Background: an optimization exercise with open tools, aiming at a short achievable clock period and few clock cycles. Do not read the settings as production practice.
In this exercise RTL edits were held to simulation tests only and were not proved equivalent to the original.
Power figures rest on the tool's default switching activity, not on a simulated workload.

## flow/run.sh

```bash
#!/bin/bash
# synth_recipe.tcl (not shown) runs the flow's synth.tcl, then flattens the netlist and writes it again
# the make line also repeats each setting of config.mk as NAME=value (left out here)
make -C /OpenROAD-flow-scripts/flow DESIGN_CONFIG=/design/flow/config.mk WORK_HOME=/design/flow/orfs CLKGATE_MAP_FILE= SYNTH_SCRIPT=/design/flow/synth_recipe.tcl finish
```

## flow/config.mk

```make
export PLATFORM = sky130hd
export DESIGN_NAME = dcache_top
export DESIGN_NICKNAME = dcache_top
export VERILOG_FILES = /design/flow/design.v
export SDC_FILE = /design/flow/constraint.sdc
export NUM_CORES = 4
export LEC_CHECK = 0
export CAP_MARGIN = 20
export CORE_MARGIN = 2
export CORE_UTILIZATION = 40
export SETUP_SLACK_MARGIN = 0.2
export SLEW_MARGIN = 20
```

## flow/constraint.sdc

```tcl
create_clock -name core_clock -period 10.0 [get_ports {CLK}]
set_input_delay 2.0000 -clock core_clock [delete_from_list [all_inputs] [get_ports {CLK}]]
set_output_delay 2.0000 -clock core_clock [all_outputs]
set_load 0.01 [all_outputs]
```

## flow/design.v

```verilog
`timescale 1ns/1ps
`default_nettype none
module dcache_array (
    input  logic         CLK,
    input  logic         nRST,
    output logic [15:0]       valid,
    output logic [15:0]       dirty,
    output logic [7:0]        lru,
    output logic [16*26-1:0]  tags,
    output logic [16*32-1:0]  data0,
    output logic [16*32-1:0]  data1,
    input  logic [15:0]  fa_we0,
    input  logic [15:0]  fa_we1,
    input  logic [31:0]  fa_wd0,
    input  logic [31:0]  fa_wd1,
    input  logic [15:0]  fb_we0,
    input  logic [15:0]  fb_we1,
    input  logic [31:0]  fb_wd,
    input  logic [15:0]  tag_we,
    input  logic [25:0]  tag_wd,
    input  logic [15:0]  v_set,
    input  logic [15:0]  v_clr,
    input  logic [15:0]  d_set,
    input  logic [15:0]  d_clr,
    input  logic [7:0]   lru_we,
    input  logic         lru_wd
);
    always_ff @(posedge CLK, negedge nRST) begin
        if (!nRST) begin
            valid <= '0;
            lru   <= '0;
        end else begin
            valid <= (valid & ~v_clr) | v_set;
            for (int s = 0; s < 8; s++)
                if (lru_we[s]) lru[s] <= lru_wd;
        end
    end
    always_ff @(posedge CLK) begin
        dirty <= (dirty & ~d_clr) | d_set;
        for (int f = 0; f < 16; f++) begin
            if (tag_we[f]) tags[f*26 +: 26] <= tag_wd;
            if (fa_we0[f])      data0[f*32 +: 32] <= fa_wd0;
            else if (fb_we0[f]) data0[f*32 +: 32] <= fb_wd;
            if (fa_we1[f])      data1[f*32 +: 32] <= fa_wd1;
            else if (fb_we1[f]) data1[f*32 +: 32] <= fb_wd;
        end
    end
endmodule
`default_nettype wire
`timescale 1ns/1ps
`default_nettype none
module dcache_ctrl (
    input  logic         CLK,
    input  logic         nRST,
    input  logic         dmem_ren,
    input  logic         dmem_wen,
    input  logic [31:0]  dmem_addr,
    input  logic [31:0]  dmem_store,
    input  logic         halt,
    output logic         dhit,
    output logic [31:0]  dmem_load,
    output logic         flushed,
    output logic         mem_ren,
    output logic         mem_wen,
    output logic [31:0]  mem_addr,
    output logic [31:0]  mem_store,
    input  logic [31:0]  mem_load,
    input  logic         mem_wait,
    input  logic [15:0]       valid,
    input  logic [15:0]       dirty,
    input  logic [7:0]        lru,
    input  logic [16*26-1:0]  tags,
    input  logic [16*32-1:0]  data0,
    input  logic [16*32-1:0]  data1,
    output logic [15:0]  fa_we0,
    output logic [15:0]  fa_we1,
    output logic [31:0]  fa_wd0,
    output logic [31:0]  fa_wd1,
    output logic [15:0]  fb_we0,
    output logic [15:0]  fb_we1,
    output logic [31:0]  fb_wd,
    output logic [15:0]  tag_we,
    output logic [25:0]  tag_wd,
    output logic [15:0]  v_set,
    output logic [15:0]  v_clr,
    output logic [15:0]  d_set,
    output logic [15:0]  d_clr,
    output logic [7:0]   lru_we,
    output logic         lru_wd
);
    localparam logic [1:0] C_IDLE = 2'd0;   
    localparam logic [1:0] C_WAIT = 2'd1;   
    localparam logic [1:0] C_RESP = 2'd2;   
    localparam logic [1:0] C_HALT = 2'd3;   
    localparam logic [2:0] E_IDLE = 3'd0;
    localparam logic [2:0] E_WB0  = 3'd1;
    localparam logic [2:0] E_WB1  = 3'd2;
    localparam logic [2:0] E_RD0  = 3'd3;
    localparam logic [2:0] E_RD1  = 3'd4;
    localparam logic [2:0] E_FWB0 = 3'd5;
    localparam logic [2:0] E_FWB1 = 3'd6;
    logic [1:0]  cstate;
    logic [2:0]  estate;
    logic [2:0]  r_set;
    logic        r_way;
    logic        r_blk;
    logic        r_st;        
    logic [31:0] r_sdata;
    logic [2:0]  e_set;
    logic        e_way;
    logic [25:0] e_tag;
    logic        e_merge;     
    logic        e_blk;
    logic [31:0] e_sdata;
    logic        dhit_q;
    logic [31:0] load_q;
    logic        flushed_q;
    logic        ren_q, wen_q;
    logic [29:0] addr_q;
    logic [31:0] store_q;
    assign dhit      = dhit_q;
    assign dmem_load = load_q;
    assign flushed   = flushed_q;
    assign mem_ren   = ren_q;
    assign mem_wen   = wen_q;
    assign mem_addr  = {addr_q, 2'b00};
    assign mem_store = store_q;
    logic [25:0] c_tag;
    logic [2:0]  c_set;
    logic        c_blk;
    logic        c_req;
    assign c_tag = dmem_addr[31:6];
    assign c_set = dmem_addr[5:3];
    assign c_blk = dmem_addr[2];
    assign c_req = dmem_ren | dmem_wen;
    logic [7:0]  set_dec;
    logic [15:0] fmatch;
    logic [1:0]  hit_w;
    logic        hit;
    always_comb begin
        for (int s = 0; s < 8; s++) set_dec[s] = (c_set == 3'(s));
        for (int f = 0; f < 16; f++)
            fmatch[f] = set_dec[f % 8] && valid[f] && (tags[f*26 +: 26] == c_tag);
        hit_w[0] = |fmatch[7:0];
        hit_w[1] = |fmatch[15:8];
    end
    assign hit = hit_w[0] | hit_w[1];
    logic [31:0] w0_word, w1_word;
    logic        c_lru;
    logic [25:0] v_tag;
    logic [31:0] v_data0;
    logic        v_dirty;
    logic [3:0]  c_f0, c_f1, c_fv;
    assign c_f0    = {1'b0, c_set};
    assign c_f1    = {1'b1, c_set};
    assign c_lru   = lru[c_set];
    assign c_fv    = {c_lru, c_set};
    assign w0_word = c_blk ? data1[c_f0*32 +: 32] : data0[c_f0*32 +: 32];
    assign w1_word = c_blk ? data1[c_f1*32 +: 32] : data0[c_f1*32 +: 32];
    assign v_tag   = tags[c_fv*26 +: 26];
    assign v_data0 = data0[c_fv*32 +: 32];
    assign v_dirty = valid[c_fv] && dirty[c_fv];
    logic [15:0] fdirty;
    logic        fl_any;
    logic [3:0]  fl_f;
    always_comb begin
        fdirty = valid & dirty;
        fl_any = |fdirty;
        fl_f   = '0;
        for (int f = 15; f >= 0; f--) if (fdirty[f]) fl_f = 4'(f);
    end
    logic [3:0] e_f;
    assign e_f = {e_way, e_set};
    logic e_busy;
    assign e_busy = (estate != E_IDLE);
    logic xfer;
    assign xfer = !mem_wait;    
    always_ff @(posedge CLK, negedge nRST) begin
        if (!nRST) begin
            cstate    <= C_IDLE;
            estate    <= E_IDLE;
            dhit_q    <= 1'b0;
            flushed_q <= 1'b0;
            ren_q     <= 1'b0;
            wen_q     <= 1'b0;
        end else begin
            dhit_q <= 1'b0;
            case (cstate)
                C_IDLE: begin
                    if (c_req) begin
                        if (hit) begin
                            dhit_q <= 1'b1;
                            cstate <= C_RESP;
                        end else if (!e_busy) begin
                            estate <= v_dirty ? E_WB0 : E_RD0;
                            wen_q  <= v_dirty;
                            ren_q  <= !v_dirty;
                            if (dmem_wen) begin
                                dhit_q <= 1'b1;
                                cstate <= C_RESP;
                            end else begin
                                cstate <= C_WAIT;
                            end
                        end
                    end else if (halt && !e_busy) begin
                        cstate <= C_HALT;
                        if (fl_any) begin
                            estate <= E_FWB0;
                            wen_q  <= 1'b1;
                        end else begin
                            flushed_q <= 1'b1;
                        end
                    end
                end
                C_WAIT: begin
                    if (xfer && ((estate == E_RD0 && !e_blk) || (estate == E_RD1))) begin
                        dhit_q <= 1'b1;
                        cstate <= C_RESP;
                    end
                end
                C_RESP:  cstate <= C_IDLE;
                default: ;
            endcase
            case (estate)
                E_WB0:  if (xfer) estate <= E_WB1;
                E_WB1:  if (xfer) begin
                    estate <= E_RD0;
                    wen_q  <= 1'b0;
                    ren_q  <= 1'b1;
                end
                E_RD0:  if (xfer) estate <= E_RD1;
                E_RD1:  if (xfer) begin
                    estate <= E_IDLE;
                    ren_q  <= 1'b0;
                end
                E_FWB0: if (xfer) estate <= E_FWB1;
                E_FWB1: if (xfer) begin
                    if (fl_any) begin
                        estate <= E_FWB0;
                    end else begin
                        estate    <= E_IDLE;
                        wen_q     <= 1'b0;
                        flushed_q <= 1'b1;
                    end
                end
                default: ;
            endcase
        end
    end
    always_ff @(posedge CLK) begin
        case (cstate)
            C_IDLE: begin
                r_set   <= c_set;
                r_way   <= hit ? hit_w[1] : c_lru;
                r_blk   <= c_blk;
                r_st    <= dmem_wen && hit;
                r_sdata <= dmem_store;
                load_q  <= hit_w[1] ? w1_word : w0_word;
            end
            C_WAIT: begin
                load_q <= mem_load;
            end
            default: ;
        endcase
        case (estate)
            E_IDLE: begin
                if (cstate == C_IDLE && !c_req) begin
                    e_set   <= fl_f[2:0];
                    e_way   <= fl_f[3];
                    addr_q  <= {tags[fl_f*26 +: 26], fl_f[2:0], 1'b0};
                    store_q <= data0[fl_f*32 +: 32];
                end else begin
                    e_set   <= c_set;
                    e_way   <= c_lru;
                    e_tag   <= c_tag;
                    e_merge <= dmem_wen;
                    e_blk   <= c_blk;
                    e_sdata <= dmem_store;
                    addr_q  <= {v_dirty ? v_tag : c_tag, c_set, 1'b0};
                    store_q <= v_data0;
                end
            end
            E_WB0, E_FWB0: if (xfer) begin
                addr_q[0] <= 1'b1;
                store_q   <= data1[e_f*32 +: 32];
            end
            E_WB1: if (xfer) begin
                addr_q <= {e_tag, e_set, 1'b0};
            end
            E_RD0: if (xfer) begin
                addr_q[0] <= 1'b1;
            end
            E_FWB1: if (xfer) begin
                e_set   <= fl_f[2:0];
                e_way   <= fl_f[3];
                addr_q  <= {tags[fl_f*26 +: 26], fl_f[2:0], 1'b0};
                store_q <= data0[fl_f*32 +: 32];
            end
            default: ;
        endcase
    end
    logic launch;
    assign launch = (cstate == C_IDLE) && c_req && !hit && !e_busy;
    always_comb begin
        fa_we0 = '0;
        fa_we1 = '0;
        fb_we0 = '0;
        fb_we1 = '0;
        tag_we = '0;
        v_set  = '0;
        v_clr  = '0;
        d_set  = '0;
        d_clr  = '0;
        lru_we = '0;
        fa_wd0 = (e_merge && !e_blk) ? e_sdata : mem_load;
        fa_wd1 = (e_merge &&  e_blk) ? e_sdata : mem_load;
        fb_wd  = r_sdata;
        tag_wd = e_tag;
        lru_wd = !r_way;
        if (launch) v_clr[c_fv] = 1'b1;
        if (xfer && estate == E_RD0) fa_we0[e_f] = 1'b1;
        if (xfer && estate == E_RD1) begin
            fa_we1[e_f] = 1'b1;
            tag_we[e_f] = 1'b1;
            v_set[e_f]  = 1'b1;
            if (e_merge) d_set[e_f] = 1'b1;
            else         d_clr[e_f] = 1'b1;
        end
        if (xfer && estate == E_FWB0) d_clr[e_f] = 1'b1;
        if (cstate == C_RESP) begin
            lru_we[r_set] = 1'b1;
            if (r_st) begin
                d_set[{r_way, r_set}] = 1'b1;
                if (r_blk) fb_we1[{r_way, r_set}] = 1'b1;
                else       fb_we0[{r_way, r_set}] = 1'b1;
            end
        end
    end
endmodule
`default_nettype wire
`timescale 1ns/1ps
`default_nettype none
module dcache_top (
    input  logic  CLK,
    input  logic  nRST,
    input  logic  dmem_ren,
    input  logic  dmem_wen,
    input  logic [31:0] dmem_addr,
    input  logic [31:0] dmem_store,
    input  logic  halt,
    output logic  dhit,
    output logic [31:0] dmem_load,
    output logic  flushed,
    output logic  mem_ren,
    output logic  mem_wen,
    output logic [31:0] mem_addr,
    output logic [31:0] mem_store,
    input  logic [31:0] mem_load,
    input  logic  mem_wait
);
    logic [15:0]       valid;
    logic [15:0]       dirty;
    logic [7:0]        lru;
    logic [16*26-1:0]  tags;
    logic [16*32-1:0]  data0;
    logic [16*32-1:0]  data1;
    logic [15:0]  fa_we0;
    logic [15:0]  fa_we1;
    logic [31:0]  fa_wd0;
    logic [31:0]  fa_wd1;
    logic [15:0]  fb_we0;
    logic [15:0]  fb_we1;
    logic [31:0]  fb_wd;
    logic [15:0]  tag_we;
    logic [25:0]  tag_wd;
    logic [15:0]  v_set;
    logic [15:0]  v_clr;
    logic [15:0]  d_set;
    logic [15:0]  d_clr;
    logic [7:0]   lru_we;
    logic         lru_wd;
    dcache_array u_array (
        .CLK    (CLK),
        .nRST   (nRST),
        .valid  (valid),
        .dirty  (dirty),
        .lru    (lru),
        .tags   (tags),
        .data0  (data0),
        .data1  (data1),
        .fa_we0 (fa_we0),
        .fa_we1 (fa_we1),
        .fa_wd0 (fa_wd0),
        .fa_wd1 (fa_wd1),
        .fb_we0 (fb_we0),
        .fb_we1 (fb_we1),
        .fb_wd  (fb_wd),
        .tag_we (tag_we),
        .tag_wd (tag_wd),
        .v_set  (v_set),
        .v_clr  (v_clr),
        .d_set  (d_set),
        .d_clr  (d_clr),
        .lru_we (lru_we),
        .lru_wd (lru_wd)
    );
    dcache_ctrl u_ctrl (
        .CLK        (CLK),
        .nRST       (nRST),
        .dmem_ren   (dmem_ren),
        .dmem_wen   (dmem_wen),
        .dmem_addr  (dmem_addr),
        .dmem_store (dmem_store),
        .halt       (halt),
        .dhit       (dhit),
        .dmem_load  (dmem_load),
        .flushed    (flushed),
        .mem_ren    (mem_ren),
        .mem_wen    (mem_wen),
        .mem_addr   (mem_addr),
        .mem_store  (mem_store),
        .mem_load   (mem_load),
        .mem_wait   (mem_wait),
        .valid      (valid),
        .dirty      (dirty),
        .lru        (lru),
        .tags       (tags),
        .data0      (data0),
        .data1      (data1),
        .fa_we0     (fa_we0),
        .fa_we1     (fa_we1),
        .fa_wd0     (fa_wd0),
        .fa_wd1     (fa_wd1),
        .fb_we0     (fb_we0),
        .fb_we1     (fb_we1),
        .fb_wd      (fb_wd),
        .tag_we     (tag_we),
        .tag_wd     (tag_wd),
        .v_set      (v_set),
        .v_clr      (v_clr),
        .d_set      (d_set),
        .d_clr      (d_clr),
        .lru_we     (lru_we),
        .lru_wd     (lru_wd)
    );
endmodule
`default_nettype wire
```

==> impl_metrics.toml, run 1 <==
[outcome]
status = "timing/DRC/antenna clean"

[clocking]
hold_buffers = 0
numCtsBuffers = 185
ctsLongestPathBuffers = 3
insertion_delay_ns = 0.88
clock-sinks = 1685
cts_resized = 0
clk_pin_slew_worst_paths_ns = 0.06
clock_tree.root_cell = "clkbuf_16"
htree_levels = 4
postCtsSetupBuffers = 0
cts_tree = "yes"

[sta]
rsz0062_at_grt = "no"
relSlewSlack_pct = 18.1
finalHoldViolCount = 0
fin_crit_ns = 6.18
finalCritPeriodShare_pct = 61.8
skew_ns = 0.0819
fin_tns_setup_ns = 0
postLayoutSetupSlackWorst_ns = 3.82
slew_viol_final = 0
setup_viol = 0
worst_pin_slew_ns = 1.23
max_freq_mhz = 162

[detailed_routing]
viasPerCell = 6.49
drt-wirelength-per-cell_um = 34.5
dr_wl_met3_mm = 44.0
wl_met2_mm = 180
final_antenna_net_count = 0
drt-total-wl_mm = 392
drtIter0Drc = 11100
drt-met1-wl_mm = 136
dr.pass1.iters = 8
vias = 73800
drc = 0
routed.top_layer = "met5"

[place]
globalplace.congestion = 0.981
port_buffers = 197
dp_hpwl_mm = 247
placed_cell_area_mm2 = 0.101
dp_slack_ns = 3.05

[final_layout]
layout.nets = 8170
syn2layout_area_growth_pct = 11.9
drive_gt1_share_pct = 14.6
layout_commonest_cell = "nand2_1"
mostFrequentLayoutCells = "nand2_1 (1679), edfxtp_1 (1636), o21ai_0 (952)"
final_area_mm2 = 0.107

[yosys]
synth-edff-count = 1636
postSynthAreaPerCell_um2 = 11.6
synth_flop_cell = "edfxtp_1"
synth-seq-cells = 1685
netlist_area_mm2 = 0.0954
synthCells = 8248
synth_area_leaders = "edfxtp_1 (52%), mux4_2 (13%), nand2_1 (6.7%)"
synth_top_area_share_pct = 51.5
yosysUniqueCellTypes = 70
synthArstFlopShare_pct = 1.96
synth_area_leader_cell = "edfxtp_1"
yosysSeqAreaShare_pct = 52.7
yosysWarnings = 2

[floorplan]
pin_count = 202
rows = 179
fp.coreArea_mm2 = 0.237
die_x_um = 492
start_util_pct = 40.2
die-area_mm2 = 0.242
fp.dieH_um = 492

[power]
power.density_mw_per_mm2 = 263
leakage_uw = 0.0379
peakVddDrop_mv = 0.436
total_power_uw = 28000

[grt]
grt_max_degree = 171
grt_pass1_vias = 69100
grt_overflow_total = 0
grt_pass1_wl_mm = 539
antenna_found_initial = 15
track_usage_pct = 31.5

[worst_setup_path]
crit_fanout = 20
reg2regPathDepth = 10
start_kind = "input pin"
cp-end-kind = "flop"
critPathKind = "in -> reg"
worstPathArrival_ns = 6.91
crit_required_ns = 10.73

[flow_run]
drv_cap = 0

[min_path]
hold_class = "reg -> reg"
holdPathStages = 1
[Yosys cell counts (8+ instances only)]
library cell     n
a211oi_1        27
a21oi_1        312
a221oi_1        56
a22o_1          29
a22oi_1         41
a31oi_1         74
a32oi_1         45
and2_1          11
and3_1          65
buf_1          120
buf_2           88
buf_4           43
buf_6           20
clkbuf_1       538
dfrtp_1         33
dfxtp_1         16
edfxtp_1      1636
ha_1            18
inv_1           35
mux2i_1        426
mux4_2         558
nand2_1       1696
nand3_1        130
nand3b_1         8
nand4_1         33
nor2_1         265
nor3_1          28
nor4_1         204
o211ai_1        25
o21ai_0        981
o21ai_1         32
o22ai_1        128
o41ai_1         15
or3_1           17
xor2_1         417
[metrics by stage]
stage / util [%] / cells / hold WS, ns
5_1_grt: 45.0 / 11400 / 0.473
2_1_floorplan: - / 8249 / 0.443
3_5_place_dp: 42.3 / 11000 / 0.447
3_3_place_gp: 42.3 / 11000 / 0.450
6_report: 45.0 / 11400 / 0.457
4_1_cts: 44.8 / 11300 / 0.460
[critical path, cell delays in order]
cell,delay [ns]
clkdlybuf4s50_1,1.19
xor2_1,0.22
nor4_1,0.96
nand4_1,0.23
o22ai_1,0.37
nor4_4,0.08
buf_4,0.34
nand2_1,0.29
or3_1,0.71
o21ai_1,0.19
o221a_2,0.31
[worst paths after layout]
check / from / end / slack, ns
hold reg to reg: u_ctrl.flushed_q / u_ctrl.flushed_q / 0.46
max in group asynchronous: nRST / u_array.valid[10] / 8.20
min in group asynchronous: nRST / u_ctrl.dhit_q / 1.23
setup reg to reg: u_array.valid[7] / u_ctrl.addr_q[5] / 5.10
hold / removal: u_ctrl.flushed_q / u_ctrl.flushed_q / 0.46
setup / recovery: dmem_addr[22] / u_ctrl.wen_q / 3.82
[layer usage]
layer | GRT usage, % | vias to the layer above
li1 | - | 30800
met1 | 38.8 | 36600
met2 | 49.7 | 5278
met3 | 7.11 | 1146
met4 | 21.2 | 8
met5 | 0 | -
[registers in the layout, summed over array words and instances, names as in the netlist, 3 cells and up]
signal and cells:
u_ctrl.estate 3, u_array.lru 8, u_ctrl.e_set 3, u_array.tags 416, u_ctrl.r_set 3, u_ctrl.load_q 32, u_ctrl.e_sdata 32, u_array.data0 512
u_ctrl.r_sdata 32, u_array.valid 16, u_array.data1 512, u_ctrl.e_tag 26, u_ctrl.store_q 32, u_array.dirty 16, u_ctrl.addr_q 30
[power by group]
| group | internal, µW | leakage [µW] | total, µW | switching, µW |
|---|---|---|---|---|
| Sequential | 8860 | 0.0153 | 9550 | 694 |
| Clock | 3790 | 0.00283 | 6790 | 3000 |
| Combinational | 4080 | 0.0197 | 11700 | 7620 |
| Total | 16700 | 0.0379 | 28000 | 11300 |
[final cells by class]
cell class | instances | area (µm²)
well taps | 3167 | 3960
diodes | 13 | 32.5
inverters | 38 | 143
flip-flops and latches | 1685 | 50300
fillers | 21400 | 131000
repair buffers | 423 | 3890
clock inverters | 86 | 892
clock buffers | 244 | 4940
multi-input cells | 5717 | 42600
[logic make-up after synthesis]
logic type | synth area share, %
AOI/OAI and AO/OA | 10.7
xor gates and xnor gates | 3.87
adders and majority gates | 0.236
buffers and inverters | 3.78
DFF | 52.7
muxes | 17.7
other | 0.00393
and+or+nand+nor | 11.0
Testbench counts, summed over its fixed seeds: cycles 66,852.
==> run 2, diff against run 1 <==
--- a/flow/design.v
+++ b/flow/design.v
@@ -30,7 +30,7 @@
             valid <= '0;
             lru   <= '0;
         end else begin
-            valid <= (valid & ~v_clr) | v_set;
+            valid <= (valid | v_set) & ~v_clr;
             for (int s = 0; s < 8; s++)
                 if (lru_we[s]) lru[s] <= lru_wd;
         end
@@ -89,7 +89,6 @@
     output logic         lru_wd
 );
     localparam logic [1:0] C_IDLE = 2'd0;   
-    localparam logic [1:0] C_WAIT = 2'd1;   
     localparam logic [1:0] C_RESP = 2'd2;   
     localparam logic [1:0] C_HALT = 2'd3;   
     localparam logic [2:0] E_IDLE = 3'd0;
@@ -109,9 +108,8 @@
     logic [2:0]  e_set;
     logic        e_way;
     logic [25:0] e_tag;
-    logic        e_merge;     
-    logic        e_blk;
-    logic [31:0] e_sdata;
+    logic        e_m0, e_m1;    
+    logic [31:0] e_sd0, e_sd1;
     logic        dhit_q;
     logic [31:0] load_q;
     logic        flushed_q;
@@ -145,6 +143,16 @@
         hit_w[1] = |fmatch[15:8];
     end
     assign hit = hit_w[0] | hit_w[1];
+    logic [3:0] e_f;
+    assign e_f = {e_way, e_set};
+    logic e_busy;
+    assign e_busy = (estate != E_IDLE);
+    logic xfer;
+    assign xfer = !mem_wait;    
+    logic fin;                  
+    assign fin = xfer && (estate == E_RD1);
+    logic e_free;               
+    assign e_free = !e_busy || fin;
     logic [31:0] w0_word, w1_word;
     logic        c_lru;
     logic [25:0] v_tag;
@@ -157,9 +165,11 @@
     assign c_fv    = {c_lru, c_set};
     assign w0_word = c_blk ? data1[c_f0*32 +: 32] : data0[c_f0*32 +: 32];
     assign w1_word = c_blk ? data1[c_f1*32 +: 32] : data0[c_f1*32 +: 32];
-    assign v_tag   = tags[c_fv*26 +: 26];
-    assign v_data0 = data0[c_fv*32 +: 32];
-    assign v_dirty = valid[c_fv] && dirty[c_fv];
+    logic v_fin;
+    assign v_fin   = fin && (c_fv == e_f);
+    assign v_tag   = v_fin ? e_tag : tags[c_fv*26 +: 26];
+    assign v_data0 = (v_fin && e_m0) ? e_sd0 : data0[c_fv*32 +: 32];
+    assign v_dirty = v_fin ? (e_m0 || e_m1) : (valid[c_fv] && dirty[c_fv]);
     logic [15:0] fdirty;
     logic        fl_any;
     logic [3:0]  fl_f;
@@ -169,12 +179,26 @@
         fl_f   = '0;
         for (int f = 15; f >= 0; f--) if (fdirty[f]) fl_f = 4'(f);
     end
-    logic [3:0] e_f;
-    assign e_f = {e_way, e_set};
-    logic e_busy;
-    assign e_busy = (estate != E_IDLE);
-    logic xfer;
-    assign xfer = !mem_wait;    
+    logic same;
+    assign same = e_busy && (estate == E_WB0 || estate == E_WB1 || estate == E_RD0
+                             || estate == E_RD1)
+               && (c_set == e_set) && (c_tag == e_tag);
+    logic        s_merged, s_filled, s_arrive;
+    logic [31:0] s_word;
+    always_comb begin
+        s_merged = c_blk ? e_m1 : e_m0;
+        s_filled = !c_blk && (estate == E_RD1);
+        s_arrive = xfer && (c_blk ? (estate == E_RD1) : (estate == E_RD0));
+        if (s_merged)      s_word = c_blk ? e_sd1 : e_sd0;
+        else if (s_filled) s_word = data0[e_f*32 +: 32];
+        else               s_word = mem_load;
+    end
+    logic s_ok;                 
+    assign s_ok = same && (dmem_wen ? !fin : (s_merged || s_filled || s_arrive));
+    logic launch;               
+    assign launch = (cstate == C_IDLE) && c_req && !hit && !same && e_free;
+    logic s_st;                 
+    assign s_st = (cstate == C_IDLE) && c_req && dmem_wen && same && !fin;
     always_ff @(posedge CLK, negedge nRST) begin
         if (!nRST) begin
             cstate    <= C_IDLE;
@@ -188,18 +212,13 @@
             case (cstate)
                 C_IDLE: begin
                     if (c_req) begin
-                        if (hit) begin
+                        if (hit || s_ok) begin
                             dhit_q <= 1'b1;
                             cstate <= C_RESP;
-                        end else if (!e_busy) begin
-                            estate <= v_dirty ? E_WB0 : E_RD0;
-                            wen_q  <= v_dirty;
-                            ren_q  <= !v_dirty;
+                        end else if (e_free && !same) begin
                             if (dmem_wen) begin
                                 dhit_q <= 1'b1;
                                 cstate <= C_RESP;
-                            end else begin
-                                cstate <= C_WAIT;
                             end
                         end
                     end else if (halt && !e_busy) begin
@@ -212,12 +231,6 @@
                         end
                     end
                 end
-                C_WAIT: begin
-                    if (xfer && ((estate == E_RD0 && !e_blk) || (estate == E_RD1))) begin
-                        dhit_q <= 1'b1;
-                        cstate <= C_RESP;
-                    end
-                end
                 C_RESP:  cstate <= C_IDLE;
                 default: ;
             endcase
@@ -245,40 +258,31 @@
                 end
                 default: ;
             endcase
+            if (launch) begin
+                estate <= v_dirty ? E_WB0 : E_RD0;
+                wen_q  <= v_dirty;
+                ren_q  <= !v_dirty;
+            end
         end
     end
     always_ff @(posedge CLK) begin
         case (cstate)
             C_IDLE: begin
                 r_set   <= c_set;
-                r_way   <= hit ? hit_w[1] : c_lru;
+                r_way   <= hit ? hit_w[1] : (same ? e_way : c_lru);
                 r_blk   <= c_blk;
                 r_st    <= dmem_wen && hit;
                 r_sdata <= dmem_store;
-                load_q  <= hit_w[1] ? w1_word : w0_word;
-            end
-            C_WAIT: begin
-                load_q <= mem_load;
+                load_q  <= hit ? (hit_w[1] ? w1_word : w0_word) : s_word;
             end
             default: ;
         endcase
         case (estate)
             E_IDLE: begin
-                if (cstate == C_IDLE && !c_req) begin
-                    e_set   <= fl_f[2:0];
-                    e_way   <= fl_f[3];
-                    addr_q  <= {tags[fl_f*26 +: 26], fl_f[2:0], 1'b0};
-                    store_q <= data0[fl_f*32 +: 32];
-                end else begin
-                    e_set   <= c_set;
-                    e_way   <= c_lru;
-                    e_tag   <= c_tag;
-                    e_merge <= dmem_wen;
-                    e_blk   <= c_blk;
-                    e_sdata <= dmem_store;
-                    addr_q  <= {v_dirty ? v_tag : c_tag, c_set, 1'b0};
-                    store_q <= v_data0;
-                end
+                e_set   <= fl_f[2:0];
+                e_way   <= fl_f[3];
+                addr_q  <= {tags[fl_f*26 +: 26], fl_f[2:0], 1'b0};
+                store_q <= data0[fl_f*32 +: 32];
             end
             E_WB0, E_FWB0: if (xfer) begin
                 addr_q[0] <= 1'b1;
@@ -298,9 +302,27 @@
             end
             default: ;
         endcase
+        if (launch) begin
+            e_set   <= c_set;
+            e_way   <= c_lru;
+            e_tag   <= c_tag;
+            e_m0    <= dmem_wen && !c_blk;
+            e_m1    <= dmem_wen &&  c_blk;
+            e_sd0   <= dmem_store;
+            e_sd1   <= dmem_store;
+            addr_q  <= {v_dirty ? v_tag : c_tag, c_set, 1'b0};
+            store_q <= v_data0;
+        end
+        if (s_st) begin
+            if (c_blk) begin
+                e_m1  <= 1'b1;
+                e_sd1 <= dmem_store;
+            end else begin
+                e_m0  <= 1'b1;
+                e_sd0 <= dmem_store;
+            end
+        end
     end
-    logic launch;
-    assign launch = (cstate == C_IDLE) && c_req && !hit && !e_busy;
     always_comb begin
         fa_we0 = '0;
         fa_we1 = '0;
@@ -312,19 +334,20 @@
         d_set  = '0;
         d_clr  = '0;
         lru_we = '0;
-        fa_wd0 = (e_merge && !e_blk) ? e_sdata : mem_load;
-        fa_wd1 = (e_merge &&  e_blk) ? e_sdata : mem_load;
+        fa_wd0 = e_m0 ? e_sd0 : mem_load;
+        fa_wd1 = e_m1 ? e_sd1 : mem_load;
         fb_wd  = r_sdata;
         tag_wd = e_tag;
         lru_wd = !r_way;
         if (launch) v_clr[c_fv] = 1'b1;
         if (xfer && estate == E_RD0) fa_we0[e_f] = 1'b1;
         if (xfer && estate == E_RD1) begin
+            fa_we0[e_f] = e_m0;
             fa_we1[e_f] = 1'b1;
             tag_we[e_f] = 1'b1;
             v_set[e_f]  = 1'b1;
-            if (e_merge) d_set[e_f] = 1'b1;
-            else         d_clr[e_f] = 1'b1;
+            if (e_m0 || e_m1) d_set[e_f] = 1'b1;
+            else              d_clr[e_f] = 1'b1;
         end
         if (xfer && estate == E_FWB0) d_clr[e_f] = 1'b1;
         if (cstate == C_RESP) begin
--- a/flow/config.mk
+++ b/flow/config.mk
@@ -5,8 +5,10 @@
 export SDC_FILE = /design/flow/constraint.sdc
 export NUM_CORES = 4
 export LEC_CHECK = 0
+export ABC_CLOCK_PERIOD_IN_PS = 3000
 export CAP_MARGIN = 20
 export CORE_MARGIN = 2
 export CORE_UTILIZATION = 40
-export SETUP_SLACK_MARGIN = 0.2
+export SETUP_SLACK_MARGIN = 5
 export SLEW_MARGIN = 20
+export TNS_END_PERCENT = 100
==> run 2 against run 1 <==
Clock skew grew 0.030 ns. Routed wire length rose by 14%. Sequential cell count grew 32. Combinational power is 12% lower. Largest cell class unchanged.
==> impl_metrics.toml, run 2 <==
[yosys]
synthArstFlopShare_pct = 1.92
netlist_area_mm2 = 0.101
ys_top_cells_by_count = "edfxtp_1 (1601), nand2_1 (1207), o21ai_0 (677)"
synth_top_area_share_pct = 47.6
synth-edff-count = 1601
synth_flop_cell = "edfxtp_1"
postSynthAreaPerCell_um2 = 11.6
post-synth-top-count-cell = "edfxtp_1"
synth_area_leader_cell = "edfxtp_1"
synthCells = 8696
synth_area_leaders = "edfxtp_1 (48%), mux4_2 (15%), nand2_1 (4.5%)"
yosysUniqueCellTypes = 70
synth-seq-cells = 1717
yosysSeqAreaShare_pct = 50.1
yosysWarnings = 2

[worst_setup_path]
critPathSlowestCell = "or4_1"
slowest_delay_ns = 0.59
start_kind = "input pin"
rr_startpoint = "u_array.valid[3]"
crit_start = "dmem_addr[26]"
cp_num_cells = 13
crit_required_ns = 10.68
path_buf_inv = 5
r2r_setup_slack_ns = 5.04
crit_family = "buffers and inverters"
crit_fanout = 22
reg2reg_to = "u_ctrl.addr_q[28]"
cp-endpoint = "u_ctrl.addr_q[25]"
critPathKind = "in -> reg"
reg2regPathDepth = 11
worstPathArrival_ns = 5.77
cp-end-kind = "flop"
crit_chain = "clkdlybuf4s50_1 -> buf_6 -> xnor2_4 -> nand4_1 -> or4_1 -> o32ai_4 -> nor4_4 -> nand3_4 -> buf_12 -> inv_16 -> nand2_1 -> buf_4 -> o221a_1"

[place]
dp_hpwl_mm = 265
port_buffers = 197
globalplace.congestion = 1.06

[final_layout]
final_util_pct = 45.6
syn2layout_area_growth_pct = 13.4
reg_top3 = "u_array.data0 x512, u_array.data1 x512, u_array.tags x416"
layout.nets = 8568
drive_gt1_share_pct = 18.8
fillers = 22400
mostFrequentLayoutCells = "edfxtp_1 (1601), nand2_1 (1194), mux4_2 (670)"
layout_commonest_cell = "edfxtp_1"

[floorplan]
fp.coreArea_mm2 = 0.251
pin_count = 202
start_util_pct = 40.2
rows = 184
die-area_mm2 = 0.256
fp.dieH_um = 506
die_x_um = 506

[sta]
setup_viol = 0
worst_pin_slew_ns = 1.26
finalCritPeriodShare_pct = 50.9
max_freq_mhz = 196
finalHoldViolCount = 0
fin_tns_setup_ns = 0
rsz0062_at_grt = "yes"
relSlewSlack_pct = 16.2
skew_ns = 0.112
slew_viol_final = 0
fin_crit_ns = 5.09

[power]
leakage_uw = 0.0390
peakVddDrop_mv = 0.543
power.density_mw_per_mm2 = 228

[grt]
grt_pass1_vias = 77600
antenna_found_initial = 26
grt_overflow_total = 0
grt_max_degree = 126
grt_pass1_wl_mm = 614
track_usage_pct = 34.0

[clocking]
htree_levels = 4
ctsLongestPathBuffers = 3
clock-sinks = 1717
insertion_delay_ns = 0.89
clock_tree.root_cell = "clkbuf_16"
clk_pin_slew_worst_paths_ns = 0.06
numCtsBuffers = 190
cts_tree = "yes"

[detailed_routing]
drc = 0
drtIter0Drc = 14800
dr.pass1.iters = 7
drt-total-wl_mm = 448
vias = 82500
final_antenna_net_count = 0
viasPerCell = 6.89
drt-wirelength-per-cell_um = 37.4

[min_path]
hold_class = "reg -> reg"

[outcome]
status = "timing/DRC/antenna clean"

[flow_run]
drv_cap = 0
[run 2: kinds of logic (layout without fill, tap and decap cells)]
family | Yosys count | count (layout) | synth area share, %
AO/OA/AOI/OAI | 2035 | 2035 | 12.0
XOR/XNOR | 454 | 454 | 3.94
adder cells (fa/ha/maj) | 14 | 14 | 0.173
buffers and inverters | 922 | 843 | 3.65
flip-flops | 1717 | 1717 | 50.1
multiplexers | 1186 | 1186 | 20.2
other | 1 | 12 | 0.00371
AND/OR/NAND/NOR | 2367 | 2368 | 9.96
[run 2: final cells by class]
cell class | instances | area (µm²) | area share (%)
Sequential cell | 1717 | 50600 | 44.1
Multi-Input combinational cell | 6059 | 48800 | 42.6
Clock buffer | 252 | 5190 | 4.53
Timing Repair Buffer | 456 | 4490 | 3.92
Tap cell | 3348 | 4190 | 3.66
Clock inverter | 107 | 1110 | 0.973
Inverter | 28 | 131 | 0.115
Antenna cell | 10 | 25.0 | 0.0218
[run 2: worst min path at each step]
stage / start / to / cells after the start
after floorplan: u_array.lru[2] / u_array.lru[2] / 2
after global placement: u_array.lru[6] / u_array.lru[6] / 2
after detailed placement: u_array.lru[2] / u_array.lru[2] / 2
after CTS: u_array.lru[2] / u_array.lru[2] / 2
after global routing: u_ctrl.e_sd1[25] / u_ctrl.e_sd1[25] / 1
final: u_array.lru[2] / u_array.lru[2] / 2
[run 2: timing repair]
action,CTS,global route
pin swaps,6,5
hold buffers,0,0
setup buffers,14,4
resized for setup,152,66
gates cloned,3,0
setup endpoints to repair,637,504
[run 2: metal layers]
layer,GRT usage [%],wire (µm),vias up
met5,0,189,-
met4,23.2,37800,22
met3,10.2,65200,1721
met2,50.3,193000,7494
met1,42.9,152000,40500
li1,-,-,32800
[run 2: stage by stage]
stage	total power [µW]	area (µm²)	setup slack, ns	cells	hold WS (ns)
after global placement	18400	106000	2.21	11600	0.471
after floorplan	14400	101000	4.76	8697	0.445
after CTS	25700	114000	4.98	12000	0.490
final	26100	115000	4.91	12000	0.486
after detailed placement	18500	107000	2.36	11600	0.477
after global routing	26600	115000	4.89	12000	0.539
[run 2: where the power goes]
part           internal (µW)  switching (µW)
combinational           3500            6760
sequential              8290             320
clock                   4100            3160
[run 2: worst min-delay path, delay by kind of cell (launching register included)]
family / cells / cell delay [ns]
DFF: 1 / 0.35
and+or+nand+nor: 1 / 0.05
AOI/OAI and AO/OA: 1 / 0.06
Testbench counts of run 2, summed over its fixed seeds: cycles 62,694.
==> run 3, diff against run 2 <==
--- a/flow/design.v
+++ b/flow/design.v
@@ -278,12 +278,6 @@
             default: ;
         endcase
         case (estate)
-            E_IDLE: begin
-                e_set   <= fl_f[2:0];
-                e_way   <= fl_f[3];
-                addr_q  <= {tags[fl_f*26 +: 26], fl_f[2:0], 1'b0};
-                store_q <= data0[fl_f*32 +: 32];
-            end
             E_WB0, E_FWB0: if (xfer) begin
                 addr_q[0] <= 1'b1;
                 store_q   <= data1[e_f*32 +: 32];
@@ -302,7 +296,13 @@
             end
             default: ;
         endcase
-        if (launch) begin
+        if (cstate == C_IDLE && e_free && !c_req) begin
+            e_set   <= fl_f[2:0];
+            e_way   <= fl_f[3];
+            addr_q  <= {tags[fl_f*26 +: 26], fl_f[2:0], 1'b0};
+            store_q <= data0[fl_f*32 +: 32];
+        end
+        if (cstate == C_IDLE && e_free && c_req) begin
             e_set   <= c_set;
             e_way   <= c_lru;
             e_tag   <= c_tag;
==> flow/flow/run.sh (new file) <==
#!/bin/bash
set -euo pipefail
bash standard.sh SETUP_SLACK_MARGIN=6.5 finish > standard.log 2>&1
==> flow/standard.sh (new file) <==
#!/bin/bash
# synth_recipe.tcl (not shown) runs the flow's synth.tcl, then flattens the netlist and writes it again
# the make line also repeats each setting of config.mk as NAME=value (left out here)
make -C /OpenROAD-flow-scripts/flow DESIGN_CONFIG=/design/flow/config.mk WORK_HOME=/design/flow/orfs CLKGATE_MAP_FILE= SYNTH_SCRIPT=/design/flow/synth_recipe.tcl "${@:-finish}"
--- a/flow/config.mk
+++ b/flow/config.mk
@@ -9,6 +9,5 @@
 export CAP_MARGIN = 20
 export CORE_MARGIN = 2
 export CORE_UTILIZATION = 40
-export SETUP_SLACK_MARGIN = 5
 export SLEW_MARGIN = 20
 export TNS_END_PERCENT = 100
removed: flow/run.sh
==> run 3 against run 2 <==
Still clean. Sequential share of layout area fell by 4.8 points. Final area increased by 12%. Combinational power up about 50%. Core utilization increased by 4.9 points. Clock power grew 2%. First-iteration DRC count up 22%. Register-to-register slack improved by 0.97 ns. Fmax grew 23%. Critical endpoint is now u_ctrl.load_q[21]. Largest power group unchanged.
==> impl_metrics.toml, run 3 <==
[outcome]
status = "timing/DRC/antenna clean"

[worst_setup_path]
reg2regPathDepth = 10
crit_required_ns = 10.62
cp-end-kind = "flop"
rr_startpoint = "u_array.valid[12]"
critPathSlowestCell = "or4_4"
r2r_setup_slack_ns = 6.01
crit_chain = "buf_6 -> xor2_2 -> nor3_1 -> nand4_1 -> o32ai_4 -> buf_12 -> or4_4 -> buf_12 -> buf_12 -> buf_4 -> o21ai_4 -> a21oi_4"
worstPathArrival_ns = 4.76
path_buf_inv = 5
start_kind = "input pin"
crit_family = "simple AND/OR/NAND/NOR gates"
reg2reg_to = "u_ctrl.addr_q[8]"
crit_start = "dmem_addr[29]"
crit_fanout = 19
cp_common_cell = "buf_12"
slowest_delay_ns = 0.56
critPathKind = "in -> reg"
cp_num_cells = 12
cp-endpoint = "u_ctrl.load_q[21]"

[yosys]
post-synth-top-count-cell = "edfxtp_1"
synth_top_area_share_pct = 47.0
yosysWarnings = 2
yosysSeqAreaShare_pct = 49.5
synthCells = 9172
synth_area_leaders = "edfxtp_1 (47%), mux4_2 (13%), mux2i_1 (6.0%)"
yosysUniqueCellTypes = 72
synth_area_leader_cell = "edfxtp_1"
synth_flop_cell = "edfxtp_1"
postSynthAreaPerCell_um2 = 11.1
netlist_area_mm2 = 0.102
ys_top_cells_by_count = "edfxtp_1 (1601), nand2_1 (1546), o21ai_0 (831)"
synth-edff-count = 1601
synth-seq-cells = 1717
synthArstFlopShare_pct = 1.92

[power]
total_power_uw = 33000
power.density_mw_per_mm2 = 257
swShare_pct = 43.3
power_frac_seq_pct = 30.8
p_int_uw = 18700
leakage_uw = 0.0453
p_sw_uw = 14300
power_frac_clock_pct = 22.5
peakVddDrop_mv = 0.322
pwr-share-comb_pct = 46.7

[clocking]
cts_tree = "yes"
numCtsBuffers = 195
insertion_delay_ns = 0.91
clk_pin_slew_worst_paths_ns = 0.06
htree_levels = 4
clock-sinks = 1717
clock_tree.root_cell = "clkbuf_16"
ctsLongestPathBuffers = 3

[sta]
finalCritPeriodShare_pct = 41.3
finalHoldViolCount = 0
fin_hold_ws_ns = 0.475
fin_tns_setup_ns = 0
skew_ns = 0.0843
max_freq_mhz = 242
fin_crit_ns = 4.13
relSlewSlack_pct = 16.3
slew_viol_final = 0
rsz0062_at_grt = "yes"
worst_pin_slew_ns = 1.26
setup_viol = 0

[detailed_routing]
vias = 92400
drc = 0
drt-total-wl_mm = 554
dr.pass1.iters = 10
drt-wirelength-per-cell_um = 42.9
drtIter0Drc = 18100
final_antenna_net_count = 0
viasPerCell = 7.16

[floorplan]
fp.coreArea_mm2 = 0.254
start_util_pct = 40.2
die-area_mm2 = 0.260
die_x_um = 509
pin_count = 202
fp.dieH_um = 509
rows = 185

[final_layout]
drive_gt1_share_pct = 26.7
final_area_mm2 = 0.128
final_util_pct = 50.5
syn2layout_area_growth_pct = 25.6
mostFrequentLayoutCells = "edfxtp_1 (1601), nand2_1 (1520), o21ai_0 (775)"
reg_top3 = "u_array.data0 x512, u_array.data1 x512, u_array.tags x416"
layout.nets = 9439
layout_commonest_cell = "edfxtp_1"

[flow_run]
drv_cap = 0

[grt]
grt_overflow_total = 0
antenna_found_initial = 51
track_usage_pct = 41.7
grt_max_degree = 118
grt_pass1_wl_mm = 736
grt_pass1_vias = 85100

[place]
port_buffers = 197
placed_cell_area_mm2 = 0.108
dp_hpwl_mm = 293
globalplace.congestion = 1.06

[min_path]
hold_class = "reg -> reg"
[run 3: cell types whose count changed after synthesis, sizes merged, moves of 102 or more]
cell / before / now
nor2: 630 / 516
a21oi: 647 / 527
nand2: 1207 / 1546
mux2i: 417 / 615
mux4: 670 / 568
o21ai: 679 / 833
nand3: 140 / 295
[run 3: worst min path at each step]
stage                      from               end  cells after the start
6_report       u_ctrl.flushed_q  u_ctrl.flushed_q                      1
5_1_grt        u_ctrl.addr_q[0]  u_ctrl.addr_q[0]                      2
4_1_cts        u_ctrl.addr_q[0]  u_ctrl.addr_q[0]                      2
3_5_place_dp   u_ctrl.addr_q[0]  u_ctrl.addr_q[0]                      2
3_3_place_gp   u_ctrl.addr_q[0]  u_ctrl.addr_q[0]                      2
2_1_floorplan    u_array.lru[6]    u_array.lru[6]                      2
[run 3: power by group through the flow]
stage / logic, µW / registers [µW] / clock network (µW)
floorplan: 8070 / 9630 / 0
global placement: 12300 / 10300 / 0
detailed placement: 12500 / 10400 / 0
CTS: 14200 / 10200 / 7380
global route: 15600 / 10200 / 7660
finish: 15400 / 10200 / 7420
[run 3: area by class of cell]
| type | count | area [µm²] |
|---|---|---|
| diodes | 45 | 113 |
| fillers | 21500 | 126000 |
| multi-input cells | 6530 | 55300 |
| well taps | 3366 | 4210 |
| flip-flops and latches | 1717 | 50600 |
| repair buffers | 850 | 11500 |
| repair inverters | 1 | 8.76 |
| clock buffers | 269 | 5400 |
| clock inverters | 93 | 1030 |
| inverters | 28 | 191 |
[run 3: timing repair]
| item | 4_1_cts | 5_1_grt |
|---|---|---|
| resized for setup | 1790 | 171 |
| hold buffers | 0 | 0 |
| buffers inserted | 273 | 46 |
| endpoints found under the hold margin | 0 | 0 |
| pin swaps | 191 | 83 |
| gates cloned | 102 | 4 |
| endpoints found under the setup margin | 2799 | 1069 |
[run 3: kinds of logic after synthesis]
| kind of cell | count (synthesis) | share of synthesized area [%] |
|---|---|---|
| AND/OR/NAND/NOR | 2824 | 11.9 |
| AO/OA/AOI/OAI | 1959 | 11.4 |
| flip-flops | 1717 | 49.5 |
| multiplexers | 1260 | 19.4 |
| buffers and inverters | 943 | 3.70 |
| XOR/XNOR | 454 | 3.89 |
| adder cells (fa/ha/maj) | 14 | 0.171 |
| other | 1 | 0.00367 |
[run 3: through the flow]
step | std cells | setup WS [ns]
final | 12900 | 5.87
after global routing | 12900 | 5.86
after CTS | 12800 | 5.95
after detailed placement | 12100 | 2.88
after global placement | 12000 | 2.65
after floorplan | 9173 | 5.34
[run 3: routing by layer]
layer  track usage [%]  part of all wire (%)  vias up
met2              57.8                    40     9777
met5             0.804                 0.082        -
met3              18.1                    17     2705
met4              38.6                    12       36
li1                  -                     -    35000
met1              48.2                    31    44900
Testbench counts of run 3, summed over its fixed seeds: cycles 62,694.
==> run 4, diff against run 3 <==
--- a/flow/design.v
+++ b/flow/design.v
@@ -104,7 +104,9 @@
     logic        r_way;
     logic        r_blk;
     logic        r_st;        
+    logic        r_m0, r_m1;  
     logic [31:0] r_sdata;
+    logic        launch_q;    
     logic [2:0]  e_set;
     logic        e_way;
     logic [25:0] e_tag;
@@ -152,7 +154,7 @@
     logic fin;                  
     assign fin = xfer && (estate == E_RD1);
     logic e_free;               
-    assign e_free = !e_busy || fin;
+    assign e_free = !e_busy || (fin && (c_set != e_set));
     logic [31:0] w0_word, w1_word;
     logic        c_lru;
     logic [25:0] v_tag;
@@ -165,11 +167,19 @@
     assign c_fv    = {c_lru, c_set};
     assign w0_word = c_blk ? data1[c_f0*32 +: 32] : data0[c_f0*32 +: 32];
     assign w1_word = c_blk ? data1[c_f1*32 +: 32] : data0[c_f1*32 +: 32];
-    logic v_fin;
-    assign v_fin   = fin && (c_fv == e_f);
-    assign v_tag   = v_fin ? e_tag : tags[c_fv*26 +: 26];
-    assign v_data0 = (v_fin && e_m0) ? e_sd0 : data0[c_fv*32 +: 32];
-    assign v_dirty = v_fin ? (e_m0 || e_m1) : (valid[c_fv] && dirty[c_fv]);
+    logic [25:0] vs_tag   [8];
+    logic [31:0] vs_data0 [8];
+    logic [7:0]  vs_dirty;
+    always_comb begin
+        for (int i = 0; i < 8; i++) begin
+            vs_tag[i]   = lru[i] ? tags[(8+i)*26 +: 26] : tags[i*26 +: 26];
+            vs_data0[i] = lru[i] ? data0[(8+i)*32 +: 32] : data0[i*32 +: 32];
+            vs_dirty[i] = lru[i] ? (valid[8+i] && dirty[8+i]) : (valid[i] && dirty[i]);
+        end
+    end
+    assign v_tag   = vs_tag[c_set];
+    assign v_data0 = vs_data0[c_set];
+    assign v_dirty = vs_dirty[c_set];
     logic [15:0] fdirty;
     logic        fl_any;
     logic [3:0]  fl_f;
@@ -197,6 +207,11 @@
     assign s_ok = same && (dmem_wen ? !fin : (s_merged || s_filled || s_arrive));
     logic launch;               
     assign launch = (cstate == C_IDLE) && c_req && !hit && !same && e_free;
+    logic e_take;               
+    assign e_take = !e_busy || fin;
+    logic pm0, pm1;
+    assign pm0 = (cstate == C_RESP) && r_m0;
+    assign pm1 = (cstate == C_RESP) && r_m1;
     logic s_st;                 
     assign s_st = (cstate == C_IDLE) && c_req && dmem_wen && same && !fin;
     always_ff @(posedge CLK, negedge nRST) begin
@@ -207,8 +222,10 @@
             flushed_q <= 1'b0;
             ren_q     <= 1'b0;
             wen_q     <= 1'b0;
+            launch_q  <= 1'b0;
         end else begin
-            dhit_q <= 1'b0;
+            dhit_q   <= 1'b0;
+            launch_q <= launch;
             case (cstate)
                 C_IDLE: begin
                     if (c_req) begin
@@ -272,6 +289,8 @@
                 r_way   <= hit ? hit_w[1] : (same ? e_way : c_lru);
                 r_blk   <= c_blk;
                 r_st    <= dmem_wen && hit;
+                r_m0    <= s_st && !c_blk;
+                r_m1    <= s_st &&  c_blk;
                 r_sdata <= dmem_store;
                 load_q  <= hit ? (hit_w[1] ? w1_word : w0_word) : s_word;
             end
@@ -296,13 +315,13 @@
             end
             default: ;
         endcase
-        if (cstate == C_IDLE && e_free && !c_req) begin
+        if (cstate == C_IDLE && e_take && !c_req) begin
             e_set   <= fl_f[2:0];
             e_way   <= fl_f[3];
             addr_q  <= {tags[fl_f*26 +: 26], fl_f[2:0], 1'b0};
             store_q <= data0[fl_f*32 +: 32];
         end
-        if (cstate == C_IDLE && e_free && c_req) begin
+        if (cstate == C_IDLE && e_take && c_req) begin
             e_set   <= c_set;
             e_way   <= c_lru;
             e_tag   <= c_tag;
@@ -313,14 +332,13 @@
             addr_q  <= {v_dirty ? v_tag : c_tag, c_set, 1'b0};
             store_q <= v_data0;
         end
-        if (s_st) begin
-            if (c_blk) begin
-                e_m1  <= 1'b1;
-                e_sd1 <= dmem_store;
-            end else begin
-                e_m0  <= 1'b1;
-                e_sd0 <= dmem_store;
-            end
+        if (pm0) begin
+            e_m0  <= 1'b1;
+            e_sd0 <= r_sdata;
+        end
+        if (pm1) begin
+            e_m1  <= 1'b1;
+            e_sd1 <= r_sdata;
         end
     end
     always_comb begin
@@ -334,19 +352,19 @@
         d_set  = '0;
         d_clr  = '0;
         lru_we = '0;
-        fa_wd0 = e_m0 ? e_sd0 : mem_load;
-        fa_wd1 = e_m1 ? e_sd1 : mem_load;
+        fa_wd0 = pm0 ? r_sdata : (e_m0 ? e_sd0 : mem_load);
+        fa_wd1 = pm1 ? r_sdata : (e_m1 ? e_sd1 : mem_load);
         fb_wd  = r_sdata;
         tag_wd = e_tag;
         lru_wd = !r_way;
-        if (launch) v_clr[c_fv] = 1'b1;
+        if (launch_q) v_clr[e_f] = 1'b1;
         if (xfer && estate == E_RD0) fa_we0[e_f] = 1'b1;
         if (xfer && estate == E_RD1) begin
-            fa_we0[e_f] = e_m0;
+            fa_we0[e_f] = e_m0 || pm0;
             fa_we1[e_f] = 1'b1;
             tag_we[e_f] = 1'b1;
             v_set[e_f]  = 1'b1;
-            if (e_m0 || e_m1) d_set[e_f] = 1'b1;
+            if (e_m0 || e_m1 || pm0 || pm1) d_set[e_f] = 1'b1;
             else              d_clr[e_f] = 1'b1;
         end
         if (xfer && estate == E_FWB0) d_clr[e_f] = 1'b1;
--- a/flow/config.mk
+++ b/flow/config.mk
@@ -8,6 +8,6 @@
 export ABC_CLOCK_PERIOD_IN_PS = 3000
 export CAP_MARGIN = 20
 export CORE_MARGIN = 2
-export CORE_UTILIZATION = 40
+export CORE_UTILIZATION = 30
 export SLEW_MARGIN = 20
 export TNS_END_PERCENT = 100
==> run 4 against run 3 <==
First-iteration DRC count up 19%. Global-route usage shrank 9.5 points. Clock power is essentially flat. Largest cell class unchanged. Synthesized area grew 3.9%. Sequential share of layout area decreased by 1.3 points. Final area up 5.0%. Still clean on timing, DRC and antenna. Fmax fell by 1.3%.
==> impl_metrics.toml, run 4 <==
[detailed_routing]
dr.pass1.iters = 13
viasPerCell = 6.77
wl_met2_mm = 239
vias = 99900
final_antenna_net_count = 0
drc = 0
routed.top_layer = "met5"
drt-wirelength-per-cell_um = 41.8
drtIter0Drc = 21500
drt-met1-wl_mm = 196
drt-total-wl_mm = 616
dr_wl_met3_mm = 112

[floorplan]
fp.dieH_um = 599
pin_count = 202
die_x_um = 599
rows = 218
start_util_pct = 30.1
fp.coreArea_mm2 = 0.352
die-area_mm2 = 0.359

[worst_setup_path]
worstPathArrival_ns = 4.93
start_kind = "flop"
crit_family = "buffers and inverters"
slowest_delay_ns = 0.89
critPathSlowestCell = "dfxtp_4"
path_buf_inv = 2
cp-end-kind = "flop"
crit_chain = "buf_4 -> mux2_4 -> o21bai_4 -> buf_8 -> o221a_2 -> mux2i_1 -> o21ai_2"
crit_fanout = 26
critPathKind = "reg -> reg"
crit_required_ns = 10.74

[sta]
setup_viol = 0
slew_viol_final = 0
rsz0062_at_grt = "yes"
skew_ns = 0.124
fin_tns_setup_ns = 0
finalCritPeriodShare_pct = 41.9
finalHoldViolCount = 0
relSlewSlack_pct = 15.4
worst_pin_slew_ns = 1.27
fin_hold_ws_ns = 0.464
max_freq_mhz = 239
fin_crit_ns = 4.19

[grt]
antenna_found_initial = 51
grt_overflow_total = 0
grt_max_degree = 141
grt_pass1_vias = 89600
grt_pass1_wl_mm = 789
track_usage_pct = 32.2

[yosys]
post-synth-top-count-cell = "nand2_1"
synth-edff-count = 1667
postSynthAreaPerCell_um2 = 11.0
synthArstFlopShare_pct = 1.98
netlist_area_mm2 = 0.106
synth_area_leaders = "edfxtp_1 (47%), mux4_2 (14%), nand2_1 (7.2%)"
synthCells = 9638
ys_top_cells_by_count = "nand2_1 (2045), edfxtp_1 (1667), o21ai_0 (1234)"
yosysUniqueCellTypes = 84
yosysWarnings = 4
synth_flop_cell = "edfxtp_1"
yosysSeqAreaShare_pct = 48.3
synth_top_area_share_pct = 47.1
synth-seq-cells = 1720
synth_area_leader_cell = "edfxtp_1"

[clocking]
hold_buffers = 0
ctsLongestPathBuffers = 4
clk_pin_slew_worst_paths_ns = 0.06
htree_levels = 4
cts_tree = "yes"
insertion_delay_ns = 0.97
clock_tree.root_cell = "clkbuf_16"
numCtsBuffers = 196
clock-sinks = 1720

[final_layout]
seq_area_mm2 = 0.0513
fillers = 33400
layout.nets = 9937
syn2layout_area_growth_pct = 27.0
layout_commonest_cell = "nand2_1"
mostFrequentLayoutCells = "nand2_1 (1980), edfxtp_1 (1667), o21ai_0 (1076)"
drive_gt1_share_pct = 27.2
reg_top3 = "u_array.data0 x512, u_array.data1 x512, u_array.tags x416"
multi_input_area_mm2 = 0.0584

[place]
port_buffers = 197
globalplace.congestion = 1.05
dp_hpwl_mm = 336

[power]
leakage_uw = 0.0479
power.density_mw_per_mm2 = 310
peakVddDrop_mv = 0.609

[min_path]
hold_class = "reg -> reg"

[flow_run]
drv_cap = 0

[outcome]
status = "timing/DRC/antenna clean"
## run 4: cell count changes in the layout (fill, tap and decap cells not counted), moves of 100 or more
cell,change
o21ai_0,+301
a221oi_1,-127
buf_4,+132
xnor2_4,+121
xnor2_1,+117
nand2_1,+460
nor2_1,-346
a211oi_1,+107
xor2_1,-113
o22ai_1,+149
xor2_2,-126
a22oi_1,-100
a21oi_1,-379
## run 4: path summary, 6_finish.rpt
check,from,endpoint,slack (ns),cells past startpoint
max in group asynchronous,nRST,u_array.lru[3],8.04,1
setup / recovery,u_ctrl.e_m0,u_ctrl.load_q[2],5.81,7
hold reg to reg,u_ctrl.flushed_q,u_ctrl.flushed_q,0.46,1
hold / removal,u_ctrl.flushed_q,u_ctrl.flushed_q,0.46,1
min in group asynchronous,nRST,u_array.valid[4],1.22,1
setup reg to reg,u_ctrl.e_m0,u_ctrl.load_q[2],5.81,7
## run 4: through the flow
step	power [µW]	util (%)	worst slack (ns)	cell area, µm²	instances
after floorplan	21600	-	5.78	108000	9639
after global placement	28700	32.3	3.34	114000	13900
after detailed placement	28800	32.3	3.30	114000	13900
after CTS	38000	37.0	6.04	130000	14600
after global routing	42100	38.2	6.01	135000	14700
final	41800	38.3	5.81	135000	14800
## run 4: kinds of logic (layout without fill, tap and decap cells)
logic type	after synthesis	count (layout)	share of synthesized area, %
AOI/OAI and AO/OA	2140	2142	11.8
xor gates and xnor gates	452	452	3.73
and+or+nand+nor	2985	3002	12.2
adders and majority gates	8	8	0.0943
other	1	50	0.00353
muxes	1288	1289	19.7
buffers and inverters	1044	1361	4.05
DFF	1720	1720	48.3
## run 4: cell type report
class	instances	share of cell area, %
multi-input cells	6895	43.3
flip-flops and latches	1720	38.1
repair buffers	976	9.38
well taps	4730	4.39
clock buffers	224	3.75
clock inverters	123	0.834
inverters	36	0.165
diodes	48	0.0891
repair inverters	2	0.0111
## run 4: what timing repair did
action	CTS	global route
hold endpoints to repair	0	0
setup buffers	250	109
endpoints found under the setup margin	2818	1479
resized for setup	1544	479
gates cloned	85	37
pin swaps	144	187
## run 4: layer usage
layer,vias up,track usage [%]
met5,-,0.655
met4,52,26.2
met3,3375,15.8
met2,11400,43.9
met1,48000,38.0
li1,37100,-
## run 4: power by group
group / internal, µW / switching [µW]
sequential: 9300 / 1150
combinational: 8060 / 15900
clock: 4080 / 3330
total: 21400 / 20400
Testbench counts of run 4, summed over its fixed seeds: cycles 62,639.

==> re-timing with driven ports <==
The results above use ideal ports. As a check the final layouts listed here were re-extracted and re-timed, cells and wires unchanged.
Step 1, drivers: a clkbuf_16 drives CLK and a buf_2 each remaining input, both assumed.
Step 2 adds t to the input delays and takes it off the output delays; t is the mean of the earliest and latest rising clock arrival at the registers after step 1. Input paths then give back, and output paths get back, about the clock's delay inside the block.
Three values: no drivers, after step 1, after step 2; two values: the first two.
| run | t (ns) | setup WS [ns] | worst setup path after step 2 | slew at the worst register clock pin (ns) |
|---|---|---|---|---|
| run 1 | 0.930 | 3.822 / 3.873 / 2.943 | input to register | 0.07 / 0.07 |
| run 2 | 0.930 | 4.906 / 4.935 / 4.005 | input to register | 0.07 / 0.07 |
| run 3 | 0.976 | 5.866 / 5.592 / 4.616 | input to register | 0.07 / 0.07 |
| run 4 | 1.019 | 5.813 / 5.702 / 4.683 | input to register | 0.08 / 0.08 |
After both steps setup and hold are still met in every run listed. For run 3, which loses most, drivers alone change the setup slack by -0.274 ns; drivers and shift together by -1.250 ns.
